This is an optimization exercise on Yosys and OpenROAD, whose aim is small area and few clock cycles per item, not a production implementation.
Only simulation tests tie the RTL to the original design; equivalence was not proved.
No activity file was given, so power comes from the tool's default toggle rates.

== job 9579 ==
Design ordered_list_store, start of the top module:
module ordered_list_store (
   input  logic                          clock,
   input  logic                          reset,
   input  logic                          req_valid,
   output logic                          req_ready,
   input  logic        [OP_BITS-1:0]     req_operation,
   input  logic signed [VALUE_BITS-1:0]  req_value,
   input  logic signed [POS_BITS-1:0]    req_position,
   output logic                          rsp_valid,
   input  logic                          rsp_ready,
   output logic signed [VALUE_BITS-1:0]  rsp_result_word,
   output logic        [STATUS_BITS-1:0] rsp_status,
   output logic        [COUNT_BITS-1:0]  rsp_count
);
export LEC_CHECK = 0
export CAP_MARGIN = 10
export CORE_MARGIN = 2
export CORE_UTILIZATION = 40
export GPL_TIMING_DRIVEN = 0
export SLEW_MARGIN = 10
create_clock -name core_clock -period 6.0 [get_ports {clock}]
standard.sh (not shown) runs the stock make flow with config.mk's settings and CLKGATE_MAP_FILE= SYNTH_SCRIPT=/design/flow/synth_recipe.tcl, a recipe that flattens the netlist after the stock synthesis.
==> flow/flow/run.sh <==
#!/bin/bash
# Own layout flow: the standard flow (standard.sh) with three changes.
#  1. Synthesis is ORFS's own, run by standard.sh, with an area-oriented ABC
#     mapping script in place of the speed script (a copy of ORFS's scripts
#     folder with only abc_speed.script replaced); registers are unchanged.
#  2. Port buffers are buf_2 cells.
#  3. Repair buffers stop at buf_6 (buf_8 and up are not used).
#  4. The clock tree uses clkbuf_16 only, larger sink clusters and no dummy
#     loads.
# Each tool's output goes to the ORFS logs under orfs/logs and to the
# flow_*.log files here.
set -euo pipefail
cd "$(dirname "$0")/.."
W=$PWD
rm -rf "$W/scripts_area"
cp -r "$FLOW_HOME/scripts" "$W/scripts_area"
cat > "$W/scripts_area/abc_speed.script" <<'ABC'
&get -n
&st
&dch -f
&nf -a -R 1000
&put
ABC
bash standard.sh SCRIPTS_DIR="$W/scripts_area" synth > flow_synth.log 2>&1
DONT_USE_CELLS="sky130_fd_sc_hd__buf_8 sky130_fd_sc_hd__buf_12 sky130_fd_sc_hd__buf_16 sky130_fd_sc_hd__bufbuf_8 sky130_fd_sc_hd__bufbuf_16" \
bash standard.sh \
  "CTS_ARGS=-sink_clustering_enable -repair_clock_nets -dont_use_dummy_load -buf_list sky130_fd_sc_hd__clkbuf_16 -sink_clustering_size 25 -sink_clustering_max_diameter 70" \
  "BUFFER_PORTS_ARGS=-buffer_cell sky130_fd_sc_hd__buf_2" \
  finish > flow_layout.log 2>&1
Job 9579 ran to completion and came out clean on the timing, design-rule and antenna checks.
Testbench counts of job 9579, summed over its fixed seeds: cycles 16,008, items 16,000.
Input changes introduced in job 8714 (baseline for comparison: job 9579):
--- a/flow/flow/run.sh
+++ b/flow/flow/run.sh
@@ -23,7 +23,50 @@
 ABC
 bash standard.sh SCRIPTS_DIR="$W/scripts_area" synth > flow_synth.log 2>&1
-DONT_USE_CELLS="sky130_fd_sc_hd__buf_8 sky130_fd_sc_hd__buf_12 sky130_fd_sc_hd__buf_16 sky130_fd_sc_hd__bufbuf_8 sky130_fd_sc_hd__bufbuf_16" \
+# The platform's don't-use cells, and the larger buffers.
+DONT_USE="
+  sky130_fd_sc_hd__probe_p_8 \
+  sky130_fd_sc_hd__probec_p_8 \
+  sky130_fd_sc_hd__lpflow_bleeder_1 \
+  sky130_fd_sc_hd__lpflow_clkbufkapwr_1 \
+  sky130_fd_sc_hd__lpflow_clkbufkapwr_16 \
+  sky130_fd_sc_hd__lpflow_clkbufkapwr_2 \
+  sky130_fd_sc_hd__lpflow_clkbufkapwr_4 \
+  sky130_fd_sc_hd__lpflow_clkbufkapwr_8 \
+  sky130_fd_sc_hd__lpflow_clkinvkapwr_1 \
+  sky130_fd_sc_hd__lpflow_clkinvkapwr_16 \
+  sky130_fd_sc_hd__lpflow_clkinvkapwr_2 \
+  sky130_fd_sc_hd__lpflow_clkinvkapwr_4 \
+  sky130_fd_sc_hd__lpflow_clkinvkapwr_8 \
+  sky130_fd_sc_hd__lpflow_decapkapwr_12 \
+  sky130_fd_sc_hd__lpflow_decapkapwr_3 \
+  sky130_fd_sc_hd__lpflow_decapkapwr_4 \
+  sky130_fd_sc_hd__lpflow_decapkapwr_6 \
+  sky130_fd_sc_hd__lpflow_decapkapwr_8 \
+  sky130_fd_sc_hd__lpflow_inputiso0n_1 \
+  sky130_fd_sc_hd__lpflow_inputiso0p_1 \
+  sky130_fd_sc_hd__lpflow_inputiso1n_1 \
+  sky130_fd_sc_hd__lpflow_inputiso1p_1 \
+  sky130_fd_sc_hd__lpflow_inputisolatch_1 \
+  sky130_fd_sc_hd__lpflow_isobufsrc_1 \
+  sky130_fd_sc_hd__lpflow_isobufsrc_16 \
+  sky130_fd_sc_hd__lpflow_isobufsrc_2 \
+  sky130_fd_sc_hd__lpflow_isobufsrc_4 \
+  sky130_fd_sc_hd__lpflow_isobufsrc_8 \
+  sky130_fd_sc_hd__lpflow_isobufsrckapwr_16 \
+  sky130_fd_sc_hd__lpflow_lsbuf_lh_hl_isowell_tap_1 \
+  sky130_fd_sc_hd__lpflow_lsbuf_lh_hl_isowell_tap_2 \
+  sky130_fd_sc_hd__lpflow_lsbuf_lh_hl_isowell_tap_4 \
+  sky130_fd_sc_hd__lpflow_lsbuf_lh_isowell_4 \
+  sky130_fd_sc_hd__lpflow_lsbuf_lh_isowell_tap_1 \
+  sky130_fd_sc_hd__lpflow_lsbuf_lh_isowell_tap_2 \
+  sky130_fd_sc_hd__lpflow_lsbuf_lh_isowell_tap_4 \
+  sky130_fd_sc_hd__buf_8 \
+  sky130_fd_sc_hd__buf_12 \
+  sky130_fd_sc_hd__buf_16 \
+  sky130_fd_sc_hd__bufbuf_8 \
+  sky130_fd_sc_hd__bufbuf_16"
 bash standard.sh \
-  "CTS_ARGS=-sink_clustering_enable -repair_clock_nets -dont_use_dummy_load -buf_list sky130_fd_sc_hd__clkbuf_16 -sink_clustering_size 25 -sink_clustering_max_diameter 70" \
+  "DONT_USE_CELLS=$(echo $DONT_USE)" \
+  "CTS_ARGS=-sink_clustering_enable -repair_clock_nets -dont_use_dummy_load -buf_list sky130_fd_sc_hd__clkbuf_16 -sink_clustering_size 30 -sink_clustering_max_diameter 80" \
   "BUFFER_PORTS_ARGS=-buffer_cell sky130_fd_sc_hd__buf_2" \
   finish > flow_layout.log 2>&1
--- outcome ---
As far as routing usage on met1 is concerned, job 9579 and job 8714 perform about the same. Job 9579 → job 8714: post-cts sizing count now sits lower, summed area of non-filler cells in the final layout now sits lower, clock edge transition at the registers on the reported setup and hold paths now sits higher, worst vdd rail ir drop now sits higher. Delta (job 8714 minus job 9579): last weighted congestion value of the routability-driven placer held; end-of-flow core utilization lower; via count of the first global-routing pass went down 0.91%. When job 8714 is set beside job 9579, its wire length reported by the detailed router turns out to be 470 um smaller.
#### Input delta (job 6932 over job 8714)
Settings: PLACE_DENSITY: unset -> 0.8; GPL_TIMING_DRIVEN: 0 -> 1.
[summary]
and2_1 as the cell with the largest stage delay on the worst path was reported by job 6932, and edfxtp_1 by job 8714.
Delta (job 6932 minus job 8714): shortest period the worst path allows went up; fmax went down; fraction of power spent switching nets went up; clock slew at the register clock pins of the worst setup and hold paths went down.
The following lists how job 9790 was set up differently from job 6932:
Settings: GPL_TIMING_DRIVEN now 0, was 1; PLACE_DENSITY now 0.7, was 0.8.
## What came out
Job 9790 has completed all stages; timing, DRC and antenna checks passed.
Job 6932 reached the end of the flow, and the finished layout is clean on the timing, design-rule and antenna checks.
When job 9790 is measured against job 6932, its met2 routing resource usage after global routing turns out 2.3 points lower.
Cmp job 9790 vs job 6932: power dissipated in combinational cells lower in job 9790
From job 6932 to job 9790 the numbers moved as follows: total clock buffers created by CTS went up by about 24%, achievable frequency went down by 2.1 MHz, wire length of the first global-routing pass went down by 5.9%.

========
== build 37 ==
Another version of the RTL of ordered_list_store (not shown whole).
Size: ~2600 cells after synthesis, about 87 I/O pins, about 31000 um2 of cells after synthesis.
==> flow/design.v (excerpt) <==
module ordered_list_store (
   input  logic                          clock,
   input  logic                          reset,
   input  logic                          req_valid,
   output logic                          req_ready,
   input  logic        [OP_BITS-1:0]     req_operation,
   input  logic signed [VALUE_BITS-1:0]  req_value,
   input  logic signed [POS_BITS-1:0]    req_position,
   output logic                          rsp_valid,
   input  logic                          rsp_ready,
   output logic signed [VALUE_BITS-1:0]  rsp_result_word,
   output logic        [STATUS_BITS-1:0] rsp_status,
   output logic        [COUNT_BITS-1:0]  rsp_count
);
   localparam int D = 16;
   logic [4:0]  count_ff;
   logic [3:0]  ord   [D];
   logic [31:0] slot  [D];
   logic        rsp_valid_ff;
   logic [2:0]  rsp_status_ff;
   logic [3:0]  rsp_sel_ff;
   logic        rsp_data_ff;
   logic        accept;
   assign req_ready = !rsp_valid_ff || rsp_ready;
   assign accept    = req_valid && req_ready;
   logic [2:0]  op;
   logic        is_ins, is_pop, is_popf, is_read, is_find;
   logic        full, empty;
   logic        pos_neg, pos_lt;      
   logic        ins_ok, pop_ok, read_ok;
   logic [4:0]  q;                    
   logic [3:0]  ridx;                 
   logic [3:0]  rslot;
   assign op      = req_operation;
   assign is_ins  = (op == 3'd0) || (op == 3'd2) || (op == 3'd4);
   assign is_pop  = (op == 3'd1) || (op == 3'd3);
   assign is_popf = (op == 3'd3);
  ...
export LEC_CHECK = 0
export CAP_MARGIN = 20
export CORE_MARGIN = 2
export CORE_UTILIZATION = 40
export SLEW_MARGIN = 20
create_clock -name core_clock -period 6.0 [get_ports {clock}]
==> flow/flow/run.sh <==
#!/bin/bash
# Own layout flow: the standard flow (standard.sh) with three changes.
#  1. Synthesis is ORFS's own, run by standard.sh, with an area-oriented ABC
#     mapping script in place of the speed script (a copy of ORFS's scripts
#     folder with only abc_speed.script replaced); registers are unchanged.
#  2. Port buffers are buf_2 cells.
#  3. The clock tree uses clkbuf_16 only, larger sink clusters and no dummy
#     loads.
# Each tool's output goes to the ORFS logs under orfs/logs and to the
# flow_*.log files here.
set -euo pipefail
cd "$(dirname "$0")/.."
W=$PWD
rm -rf "$W/scripts_area"
cp -r "$FLOW_HOME/scripts" "$W/scripts_area"
cat > "$W/scripts_area/abc_speed.script" <<'ABC'
&get -n
&st
&dch -f
&nf -a -R 1000
&put
ABC
bash standard.sh SCRIPTS_DIR="$W/scripts_area" synth > flow_synth.log 2>&1
bash standard.sh \
  "CTS_ARGS=-sink_clustering_enable -repair_clock_nets -dont_use_dummy_load -buf_list sky130_fd_sc_hd__clkbuf_16 -sink_clustering_size 25 -sink_clustering_max_diameter 70" \
  "BUFFER_PORTS_ARGS=-buffer_cell sky130_fd_sc_hd__buf_2" \
  finish > flow_layout.log 2>&1
Every stage of the flow completed for build 37, and the final layout passed the timing, design-rule and antenna checks.
Testbench counts of build 37, summed over its fixed seeds: cycles 16,008, items 16,000.
Input-level comparison between build 42 and build 37:
# build 37
export LEC_CHECK = 0
export CAP_MARGIN = 20
export CORE_MARGIN = 2
export CORE_UTILIZATION = 40
export SLEW_MARGIN = 20
create_clock -name core_clock -period 6.0 [get_ports {clock}]
# build 42
export LEC_CHECK = 0
export CAP_MARGIN = 20
export CORE_MARGIN = 2
export CORE_UTILIZATION = 40
export CTS_BUF_LIST = sky130_fd_sc_hd__clkbuf_16
export CTS_CLUSTER_DIAMETER = 60
export CTS_CLUSTER_SIZE = 20
export SLEW_MARGIN = 20
create_clock -name core_clock -period 6.0 [get_ports {clock}]
==> flow/run.sh (new file) <==
#!/bin/bash
# synth_recipe.tcl (not shown) runs the flow's synth.tcl, then flattens the netlist and writes it again
# the make line also repeats each setting of config.mk as NAME=value (left out here)
make -C /OpenROAD-flow-scripts/flow DESIGN_CONFIG=/design/flow/config.mk WORK_HOME=/design/flow/orfs CLKGATE_MAP_FILE= SYNTH_SCRIPT=/design/flow/synth_recipe.tcl finish
removed: flow/flow/run.sh
removed: flow/standard.sh
### Flow results
Diff build 37 -> build 42: count of instances resized after the clock tree is built shows no meaningful change, via count shows an increase of 2712, number of search-and-repair iterations in the first detailed-routing pass shows a reduction of 2, total length of routed wires shows an increase of about 44%.
Summary: with build 37 as the reference, timing-limited maximum frequency in build 42 moved up by a few percent.
The post-detailed-placement cell area number comes out higher for build 42 vs build 37.
Build 37 vs build 42, critical path launch point: req_value[22] vs rsp_sel_ff[3]
Relative to build 37, clock network latency to the later pin of the worst-skew pair increased by 0.05 ns in build 42.
Number of synthesized flops with an enable pin came out exactly the same in build 42 and build 37.
For build 98, these inputs were changed with respect to build 42:
# build 42
export LEC_CHECK = 0
export CAP_MARGIN = 20
export CORE_MARGIN = 2
export CORE_UTILIZATION = 40
export CTS_BUF_LIST = sky130_fd_sc_hd__clkbuf_16
export CTS_CLUSTER_DIAMETER = 60
export CTS_CLUSTER_SIZE = 20
export SLEW_MARGIN = 20
create_clock -name core_clock -period 6.0 [get_ports {clock}]
# build 98
export LEC_CHECK = 0
export CAP_MARGIN = 20
export CORE_MARGIN = 2
export CORE_UTILIZATION = 40
export GPL_TIMING_DRIVEN = 0
export SLEW_MARGIN = 20
create_clock -name core_clock -period 6.0 [get_ports {clock}]
==> flow/flow/run.sh (new file) <==
#!/bin/bash
# Own layout flow: the standard flow (standard.sh) with three changes.
#  1. Synthesis is ORFS's own, run by standard.sh, with an area-oriented ABC
#     mapping script in place of the speed script (a copy of ORFS's scripts
#     folder with only abc_speed.script replaced); registers are unchanged.
#  2. Port buffers are buf_2 cells.
#  3. The clock tree uses clkbuf_16 only, larger sink clusters and no dummy
#     loads.
# Each tool's output goes to the ORFS logs under orfs/logs and to the
# flow_*.log files here.
set -euo pipefail
cd "$(dirname "$0")/.."
W=$PWD
rm -rf "$W/scripts_area"
cp -r "$FLOW_HOME/scripts" "$W/scripts_area"
cat > "$W/scripts_area/abc_speed.script" <<'ABC'
&get -n
&st
&dch -f
&nf -a -R 1000
&put
ABC
bash standard.sh SCRIPTS_DIR="$W/scripts_area" synth > flow_synth.log 2>&1
bash standard.sh \
  "CTS_ARGS=-sink_clustering_enable -repair_clock_nets -dont_use_dummy_load -buf_list sky130_fd_sc_hd__clkbuf_16 -sink_clustering_size 25 -sink_clustering_max_diameter 70" \
  "BUFFER_PORTS_ARGS=-buffer_cell sky130_fd_sc_hd__buf_2" \
  finish > flow_layout.log 2>&1
==> flow/standard.sh (new file) <==
#!/bin/bash
# synth_recipe.tcl (not shown) runs the flow's synth.tcl, then flattens the netlist and writes it again
# the make line also repeats each setting of config.mk as NAME=value (left out here)
make -C /OpenROAD-flow-scripts/flow DESIGN_CONFIG=/design/flow/config.mk WORK_HOME=/design/flow/orfs CLKGATE_MAP_FILE= SYNTH_SCRIPT=/design/flow/synth_recipe.tcl "${@:-finish}"
removed: flow/run.sh
Results
- Going from build 42 to build 98, number of nets in the layout now sits lower, register-to-register setup slack decreased 0.81 ns.
- The well tap count reported for build 98 is smaller than that of build 42 by 3.7%.
- Build 42 has higher power than build 98.
- The final worst setup slack of build 98 falls short of that of build 42 by 0.37 ns.
- Number of vias in the routed layout came out lower on build 98 than on build 42.
- Build 98 ended with more average instance area after synthesis than build 42.
- The fmax number comes out higher for build 42 vs build 98.
#### Input delta (build 29 over build 98)
# build 98
export LEC_CHECK = 0
export CAP_MARGIN = 20
export CORE_MARGIN = 2
export CORE_UTILIZATION = 40
export GPL_TIMING_DRIVEN = 0
export SLEW_MARGIN = 20
create_clock -name core_clock -period 6.0 [get_ports {clock}]
# build 29
export LEC_CHECK = 0
export CAP_MARGIN = 20
export CORE_MARGIN = 2
export CORE_UTILIZATION = 60
export CTS_BUF_LIST = sky130_fd_sc_hd__clkbuf_4 sky130_fd_sc_hd__clkbuf_8
export HOLD_SLACK_MARGIN = 0
export PLACE_DENSITY = 0.7
export SLEW_MARGIN = 20
create_clock -name core_clock -period 6.0 [get_ports {clock}]
==> flow/run.sh (new file) <==
#!/bin/bash
# synth_recipe.tcl (not shown) runs the flow's synth.tcl, then flattens the netlist and writes it again
# the make line also repeats each setting of config.mk as NAME=value (left out here)
make -C /OpenROAD-flow-scripts/flow DESIGN_CONFIG=/design/flow/config.mk WORK_HOME=/design/flow/orfs CLKGATE_MAP_FILE= SYNTH_SCRIPT=/design/flow/synth_recipe.tcl finish
removed: flow/flow/run.sh
removed: flow/standard.sh
==> comparison <==
The lower worst slew slack as a fraction of its limit of build 98 and build 29 is in build 29. Critical path class: in2reg -> build 29, reg2out -> build 98. Compared with build 98, in build 29 time the final worst path needs with I/O delays and setup lost 0.20 ns; DRC violations left neither gained nor lost much; required time of the critical path picked up an extra 1.74 ns. Looking at count of non-CTS inverters in the layout, build 29 sits 23 higher than build 98 does. Build 29 vs build 98 — total global-route track usage rose 27 points. Setup slack: build 29 more than build 98. nor4_1 as the worst-path cell with the longest stage delay was reported by build 29, and clkinv_1 by build 98. Critical path endpoint: rsp_sel_ff[1] -> build 29, rsp_result_word[13] -> build 98. Build 29 — post-cts gate resize count 19 lower, build 98 as reference. Between build 98 and build 29, the flow reports number of clock buffers in the layout increasing by more than 100%.
Relative to build 29, the following input files were edited for build 39:
# build 29
export LEC_CHECK = 0
export CAP_MARGIN = 20
export CORE_MARGIN = 2
export CORE_UTILIZATION = 60
export CTS_BUF_LIST = sky130_fd_sc_hd__clkbuf_4 sky130_fd_sc_hd__clkbuf_8
export HOLD_SLACK_MARGIN = 0
export PLACE_DENSITY = 0.7
export SLEW_MARGIN = 20
create_clock -name core_clock -period 6.0 [get_ports {clock}]
# build 39
export LEC_CHECK = 0
export CAP_MARGIN = 20
export CORE_MARGIN = 2
export CORE_UTILIZATION = 40
export SLEW_MARGIN = 20
create_clock -name core_clock -period 6.0 [get_ports {clock}]
==> flow/flow/run.sh (new file) <==
#!/bin/bash
# Own layout flow: the standard flow (standard.sh) with a clock tree
# without dummy loads, smaller port buffers, and power recovery (which
# downsizes gates off the critical paths) after global routing.
set -euo pipefail
cd "$(dirname "$0")/.."
bash standard.sh \
  "CTS_ARGS=-sink_clustering_enable -repair_clock_nets -dont_use_dummy_load -buf_list sky130_fd_sc_hd__clkbuf_16 -sink_clustering_size 20 -sink_clustering_max_diameter 60" \
  "BUFFER_PORTS_ARGS=-buffer_cell sky130_fd_sc_hd__buf_2" \
  RECOVER_POWER=100 \
  finish > flow_make.log 2>&1
==> flow/standard.sh (new file) <==
#!/bin/bash
# synth_recipe.tcl (not shown) runs the flow's synth.tcl, then flattens the netlist and writes it again
# the make line also repeats each setting of config.mk as NAME=value (left out here)
make -C /OpenROAD-flow-scripts/flow DESIGN_CONFIG=/design/flow/config.mk WORK_HOME=/design/flow/orfs CLKGATE_MAP_FILE= SYNTH_SCRIPT=/design/flow/synth_recipe.tcl "${@:-finish}"
removed: flow/run.sh
==> comparison <==
In build 39 the implementation ran to completion but is not tape-out ready, as the final checks report max-capacitance violations, max-slew violations.
Summary of the comparison: clock skew is higher in build 39, relative to build 29.
Build 39 against build 29: area of the multi-input gates now sits lower, share of power burned in registers now sits higher.
Build 39 vs. build 29: count of filler cells inserted in the layout went up by 3764.
When the final numbers for build 39 and build 29 were put side by side, the met3 usage turned out to be smaller in build 39.
Build 29 ended up with req_value[10] as its worst setup path startpoint; build 39 ended up with req_value[25].
Of build 39 and build 29, the run reporting the higher CTS buffer count was build 29.

-- re-timing with driven ports --
Ports are ideal in the flow. The routed layouts listed here were re-timed in OpenROAD.
Step 1: set_driving_cell puts a clkbuf_16 on clock and a buf_2 on each other input, an assumption about the parent block.
Step 2 moves the port delays by t, midway between the first and last clock arrival at a register: inputs arrive t later, outputs are due t later. That takes back most of the time a late clock gives input paths.
Slacks: no drivers / after step 1 / after step 2; pairs: no drivers / after step 1.
| run | shift t [ns] | setup slack, ns | worst setup path after step 2 | worst slew at a driven data input, ns |
|---|---|---|---|---|
| job 9579 | 0.631 | 0.302 / 0.237 / 0.229 | input to register | 0.04 |
| job 8714 | 0.623 | 0.274 / 0.204 / 0.306 | input to register | 0.04 |
| job 6932 | 0.660 | 0.249 / 0.186 / 0.753 | input to register | 0.05 |
| job 9790 | 0.624 | 0.179 / 0.113 / 0.298 | input to register | 0.05 |
| build 37 | 0.635 | 0.220 / 0.164 / -0.472 | input to register | 0.11 |
| build 42 | 0.710 | 0.421 / 0.353 / 0.074 | input to register | 0.10 |
| build 98 | 0.624 | 0.054 / -0.009 / -0.477 | input to register | 0.09 |
| build 29 | 0.791 | 0.258 / 0.295 / -0.496 | input to register | 0.04 |
| build 39 | 0.683 | 0.268 / 0.272 / -0.411 | input to register | 0.12 |
The setup slack of build 29, which loses most, moves by +0.037 ns with the drivers and by -0.754 ns with both steps.
